Background: an optimization exercise with open tools, aiming at small area and a short achievable clock period. Do not read the settings as production practice. Function was checked by simulation only, so behaviour that the tests miss may differ from the original. Power figures rest on the tool's default switching activity, not on a simulated workload.

==> flow/design.v <==
module mem_writeback_buffer #(
  parameter int ADDR_W = 9,
  parameter int DATA_W = 32,
  parameter int DEPTH  = 8
) (
  input  logic                     clk,
  input  logic                     rst_n,
  input  logic [3:0]               wr_valid,
  input  logic [ADDR_W-1:0]        wr_addr0,
  input  logic [ADDR_W-1:0]        wr_addr1,
  input  logic [ADDR_W-1:0]        wr_addr2,
  input  logic [ADDR_W-1:0]        wr_addr3,
  input  logic [DATA_W-1:0]        wr_data0,
  input  logic [DATA_W-1:0]        wr_data1,
  input  logic [DATA_W-1:0]        wr_data2,
  input  logic [DATA_W-1:0]        wr_data3,
  output logic                     wb_stall,
  input  logic                     mem_ready,
  output logic                     mem_we,
  output logic [ADDR_W-1:0]        mem_addr,
  output logic [DATA_W-1:0]        mem_data,
  input  logic [ADDR_W-1:0]        rd_addr1,
  input  logic [ADDR_W-1:0]        rd_addr2,
  output logic                     fwd_hit1,
  output logic [DATA_W-1:0]        fwd_data1,
  output logic                     fwd_hit2,
  output logic [DATA_W-1:0]        fwd_data2,
  output logic [$clog2(DEPTH):0]   occupancy,
  output logic                     overflow
);
  localparam int ENT_W = ADDR_W + DATA_W;
  logic [2:0] rd_ptr_q, wr_ptr_q;
  logic [3:0] count_q;
  logic       overflow_q;
  logic [7:0] vis_q;
  logic [7:0][ENT_W-1:0] ent_q;    
  logic [3:0][ENT_W-1:0] src;
  assign src[0] = {wr_addr0, wr_data0};
  assign src[1] = {wr_addr1, wr_data1};
  assign src[2] = {wr_addr2, wr_data2};
  assign src[3] = {wr_addr3, wr_data3};
  logic [3:0] v;
  assign v = wr_valid;
  logic nonempty;
  assign nonempty = |count_q;
  assign wb_stall = count_q[3] | (count_q[2] & (count_q[1] | count_q[0]));
  logic acc, pop;
  assign acc = ~wb_stall;
  assign pop = nonempty & mem_ready;
  logic [7:0] rd_oh;
  logic [3:0] wp_oh;
  always_comb begin
    for (int k = 0; k < 8; k++) rd_oh[k] = (rd_ptr_q == 3'(k));
    for (int k = 0; k < 4; k++) wp_oh[k] = (wr_ptr_q[1:0] == 2'(k));
  end
  logic [3:0][3:0] pos_oh;
  always_comb begin
    pos_oh[0] = 4'b0001;
    pos_oh[1] = v[0] ? 4'b0010 : 4'b0001;
    case (v[1:0])
      2'b00:          pos_oh[2] = 4'b0001;
      2'b01, 2'b10:   pos_oh[2] = 4'b0010;
      default:        pos_oh[2] = 4'b0100;
    endcase
    case (v[2:0])
      3'b000:                         pos_oh[3] = 4'b0001;
      3'b001, 3'b010, 3'b100:         pos_oh[3] = 4'b0010;
      3'b011, 3'b101, 3'b110:         pos_oh[3] = 4'b0100;
      default:                        pos_oh[3] = 4'b1000;
    endcase
  end
  logic [3:0] nv_ge;
  assign nv_ge[0] = |v;
  assign nv_ge[1] = (v[0] & (v[1] | v[2] | v[3])) | (v[1] & (v[2] | v[3])) | (v[2] & v[3]);
  assign nv_ge[2] = (v[0] & v[1] & (v[2] | v[3])) | (v[2] & v[3] & (v[0] | v[1]));
  assign nv_ge[3] = &v;
  logic [3:0][ENT_W-1:0] bank_d;
  logic [3:0]            bank_we;
  logic [3:0]            bank_row;
  logic [3:0][3:0]       xs;         
  always_comb begin
    for (int b = 0; b < 4; b++) begin
      bank_we[b]  = 1'b0;
      bank_row[b] = 1'b0;
      bank_d[b]   = '0;
      for (int k = 0; k < 4; k++) begin
        if (wp_oh[(b - k) & 3]) begin
          bank_we[b]  = acc & nv_ge[k];
          bank_row[b] = wr_ptr_q[2] ^ (((b - k) & 3) + k > 3);
        end
      end
      for (int s = 0; s < 4; s++) begin
        xs[b][s] = 1'b0;
        for (int k = 0; k < 4; k++) xs[b][s] = xs[b][s] | (wp_oh[(b - k) & 3] & pos_oh[s][k]);
        xs[b][s] = xs[b][s] & v[s];
      end
      bank_d[b] = (({ENT_W{xs[b][0]}} & src[0]) | ({ENT_W{xs[b][1]}} & src[1]))
                | (({ENT_W{xs[b][2]}} & src[2]) | ({ENT_W{xs[b][3]}} & src[3]));
    end
  end
  logic [3:0] src_sup;
  always_comb
    for (int s = 0; s < 4; s++) begin
      src_sup[s] = 1'b0;
      for (int t = s + 1; t < 4; t++)
        src_sup[s] = src_sup[s] | (v[t] & (src[t][ENT_W-1:DATA_W] == src[s][ENT_W-1:DATA_W]));
    end
  logic [3:0]             prev_row;
  logic [3:0][ADDR_W-1:0] prev_addr;
  logic [3:0]             kill;
  always_comb
    for (int b = 0; b < 4; b++) begin
      prev_row[b]  = (2'(b) < wr_ptr_q[1:0]) ? wr_ptr_q[2] : ~wr_ptr_q[2];
      prev_addr[b] = prev_row[b] ? ent_q[b + 4][ENT_W-1:DATA_W] : ent_q[b][ENT_W-1:DATA_W];
      kill[b] = 1'b0;
      for (int s = 0; s < 4; s++)
        kill[b] = kill[b] | (v[s] & (src[s][ENT_W-1:DATA_W] == prev_addr[b]));
      kill[b] = kill[b] & acc;
    end
  logic [3:0] bank_vis;
  always_comb
    for (int b = 0; b < 4; b++) begin
      bank_vis[b] = 1'b0;
      for (int s = 0; s < 4; s++) bank_vis[b] = bank_vis[b] | (xs[b][s] & ~src_sup[s]);
    end
  logic [7:0] slot_we;
  always_comb
    for (int b = 0; b < 4; b++) begin
      slot_we[b]     = bank_we[b] & ~bank_row[b];
      slot_we[b + 4] = bank_we[b] &  bank_row[b];
    end
  always_ff @(posedge clk)
    for (int i = 0; i < 8; i++)
      if (slot_we[i]) ent_q[i] <= bank_d[i[1:0]];
  logic [2:0] n_enq;
  always_comb begin
    n_enq = 3'd0;
    if (acc) begin
      if (nv_ge[3])      n_enq = 3'd4;
      else if (nv_ge[2]) n_enq = 3'd3;
      else if (nv_ge[1]) n_enq = 3'd2;
      else if (nv_ge[0]) n_enq = 3'd1;
    end
  end
  always_ff @(posedge clk or negedge rst_n) begin
    if (!rst_n) begin
      rd_ptr_q   <= '0;
      wr_ptr_q   <= '0;
      count_q    <= '0;
      overflow_q <= 1'b0;
      vis_q      <= '0;
    end else begin
      for (int b = 0; b < 4; b++)
        for (int r = 0; r < 2; r++)
          vis_q[r*4 + b] <= slot_we[r*4 + b] ? bank_vis[b]
                          : vis_q[r*4 + b] & ~(pop & rd_oh[r*4 + b])
                            & ~(kill[b] & (prev_row[b] == r[0]));
      rd_ptr_q   <= rd_ptr_q + 3'(pop);
      wr_ptr_q   <= wr_ptr_q + n_enq;
      count_q    <= count_q + 4'(n_enq) - 4'(pop);
      overflow_q <= overflow_q | (wb_stall & (|v));
    end
  end
  function automatic logic [ENT_W-1:0] aor8(input logic [7:0] s,
                                            input logic [7:0][ENT_W-1:0] w);
    logic [7:0][ENT_W-1:0] t;
    for (int i = 0; i < 8; i++) t[i] = {ENT_W{s[i]}} & w[i];
    aor8 = (t[0] | t[1] | t[2]) | (t[3] | t[4] | t[5]) | (t[6] | t[7]);
  endfunction
  logic [ENT_W-1:0] head;
  assign head     = aor8(rd_oh & {8{nonempty}}, ent_q);
  assign mem_addr = head[ENT_W-1:DATA_W];
  assign mem_data = head[DATA_W-1:0];
  assign mem_we    = nonempty;
  assign occupancy = count_q;
  assign overflow  = overflow_q;
  function automatic logic [DATA_W:0] lookup(input logic [ADDR_W-1:0] a,
                                             input logic [7:0][ENT_W-1:0] e,
                                             input logic [7:0] vs);
    logic [7:0] m;
    logic [ADDR_W-1:0] q;
    logic [2:0] g;
    logic [ENT_W-1:0] r;
    for (int i = 0; i < 8; i++) begin
      q    = ~(e[i][ENT_W-1:DATA_W] ^ a);
      g[0] = q[0] & q[1] & q[2];
      g[1] = q[3] & q[4] & q[5];
      g[2] = q[6] & q[7] & q[8];
      m[i] = (g[0] & g[1]) & (g[2] & vs[i]);
    end
    r = aor8(m, e);
    lookup = {((m[0] | m[1] | m[2]) | (m[3] | m[4] | m[5]) | (m[6] | m[7])), r[DATA_W-1:0]};
  endfunction
  assign {fwd_hit1, fwd_data1} = lookup(rd_addr1, ent_q, vis_q);
  assign {fwd_hit2, fwd_data2} = lookup(rd_addr2, ent_q, vis_q);
endmodule
Settings: LEC_CHECK=0, CAP_MARGIN=20, CORE_MARGIN=2, CORE_UTILIZATION=50, SETUP_SLACK_MARGIN=2.6, SLEW_MARGIN=20; clock period 7.5 ns.
standard.sh (not shown) runs the stock make flow with config.mk's settings and CLKGATE_MAP_FILE= SYNTH_SCRIPT=/design/flow/synth_recipe.tcl, a recipe that flattens the netlist after the stock synthesis.
==> flow/flow/run.sh <==
#!/bin/bash
# The standard layout (standard.sh) with these changes:
#  - synthesis maps logic with flow/map.abc (see flow/synth_wrap.tcl);
#  - port buffers are the smallest plain buffer (buf_1) rather than the delay
#    buffer OpenROAD would pick; timing repair may still resize them;
#  - the clock tree uses clkbuf_8 with larger sink clusters and no dummy loads.
# Each tool's output goes to the ORFS logs under orfs/logs; make's own output
# goes to standard.log here.
set -euo pipefail
HERE=$(cd "$(dirname "$0")" && pwd)
WORK=$(pwd)
export MY_ABC_SCRIPT=$HERE/map.abc
export FLOW_SYNTH_TCL=$WORK/synth_recipe.tcl
export BUFFER_PORTS_ARGS="-buffer_cell sky130_fd_sc_hd__buf_1"
export CTS_ARGS="-sink_clustering_enable -repair_clock_nets -dont_use_dummy_load -buf_list sky130_fd_sc_hd__clkbuf_8 -sink_clustering_size 12 -sink_clustering_max_diameter 60"
sed "s|SYNTH_SCRIPT=[^ ]*|SYNTH_SCRIPT=$HERE/synth_wrap.tcl|" standard.sh > my_standard.sh
grep -q "SYNTH_SCRIPT=$HERE/synth_wrap.tcl" my_standard.sh
bash my_standard.sh > standard.log 2>&1
==> flow/flow/map.abc <==
&get -n
&nf -a
&put
==> flow/flow/synth_wrap.tcl <==
# The standard flow's synthesis script, with ABC's cell mapping run from flow/map.abc
# (area-oriented &nf on the design as written, with no restructuring) instead of
# ORFS's speed script. Registers are untouched:
# abc runs without -dff, so every flip-flop keeps its name and cell type.
proc abc {args} {
  set i [lsearch $args -script]
  lset args [expr {$i + 1}] $::env(MY_ABC_SCRIPT)
  yosys abc {*}$args
}
source $::env(FLOW_SYNTH_TCL)
Change:
--- a/flow/config.mk
+++ b/flow/config.mk
@@ -8,5 +8,5 @@
 export CAP_MARGIN = 20
 export CORE_MARGIN = 2
-export CORE_UTILIZATION = 50
-export SETUP_SLACK_MARGIN = 2.6
+export CORE_UTILIZATION = 45
+export SETUP_SLACK_MARGIN = 2.5
 export SLEW_MARGIN = 20
Clock-buffer cell count climbs by 1; global-route usage is lower by 4.1 points; sequential cell count is unchanged; fmax fell by 1.4%; cell area is about the same; non-clock buffer count shrinks by 5; area after synthesis stays the same; via count decreases by 1.6%; register-to-register slack degrades by 0.07 ns; worst setup slack loses 0.072 ns.
Change:
--- a/flow/config.mk
+++ b/flow/config.mk
@@ -8,5 +8,5 @@
 export CAP_MARGIN = 20
 export CORE_MARGIN = 2
-export CORE_UTILIZATION = 45
-export SETUP_SLACK_MARGIN = 2.5
+export CORE_UTILIZATION = 55
+export SETUP_SLACK_MARGIN = 3.0
 export SLEW_MARGIN = 20
=> Sequential share of layout area falls by 2.5 points; hold slack gets better by 0.019 ns; design area rises by 6.7%; power rises by 0.57%; combinational power hardly moves; synthesized cell count is unchanged; utilization rises by 16 points; final cell count falls by 3.2%; via count rises by 5.7%; clock power is about the same; register-to-register slack gets better by 0.29 ns.

## separate check: timing with driven ports
How much do the figures lean on ideal ports? The routed layouts below were timed once more, with nothing changed but the port constraints.
Step 1 (the two cells are an assumption about what drives the block):
set clk [get_ports {clk}]
set_driving_cell -lib_cell sky130_fd_sc_hd__clkbuf_16 $clk
set_driving_cell -lib_cell sky130_fd_sc_hd__buf_2 [delete_from_list [all_inputs] $clk]
Step 2 times the ports against the registers' clock, not the clock port: input delays grow and output delays shrink by t, the midpoint of the rising clock arrivals with the driver on.
Three values: ideal ports, drivers, drivers and shift; two values: the first two.
| run | t, ns | setup slack, ns | slew at the worst register clock pin (ns) |
|---|---|---|---|
| the first run | 0.650 | 2.597 / 2.541 / 2.063 | 0.09 / 0.09 |
| the second run | 0.657 | 2.525 / 2.412 / 1.925 | 0.08 / 0.08 |
| the third run | 0.656 | 2.750 / 2.663 / 2.605 | 0.09 / 0.09 |
After both steps setup and hold are still met in every run listed. The setup slack of the second run, which loses most, moves by -0.113 ns with the drivers and by -0.600 ns with both steps.
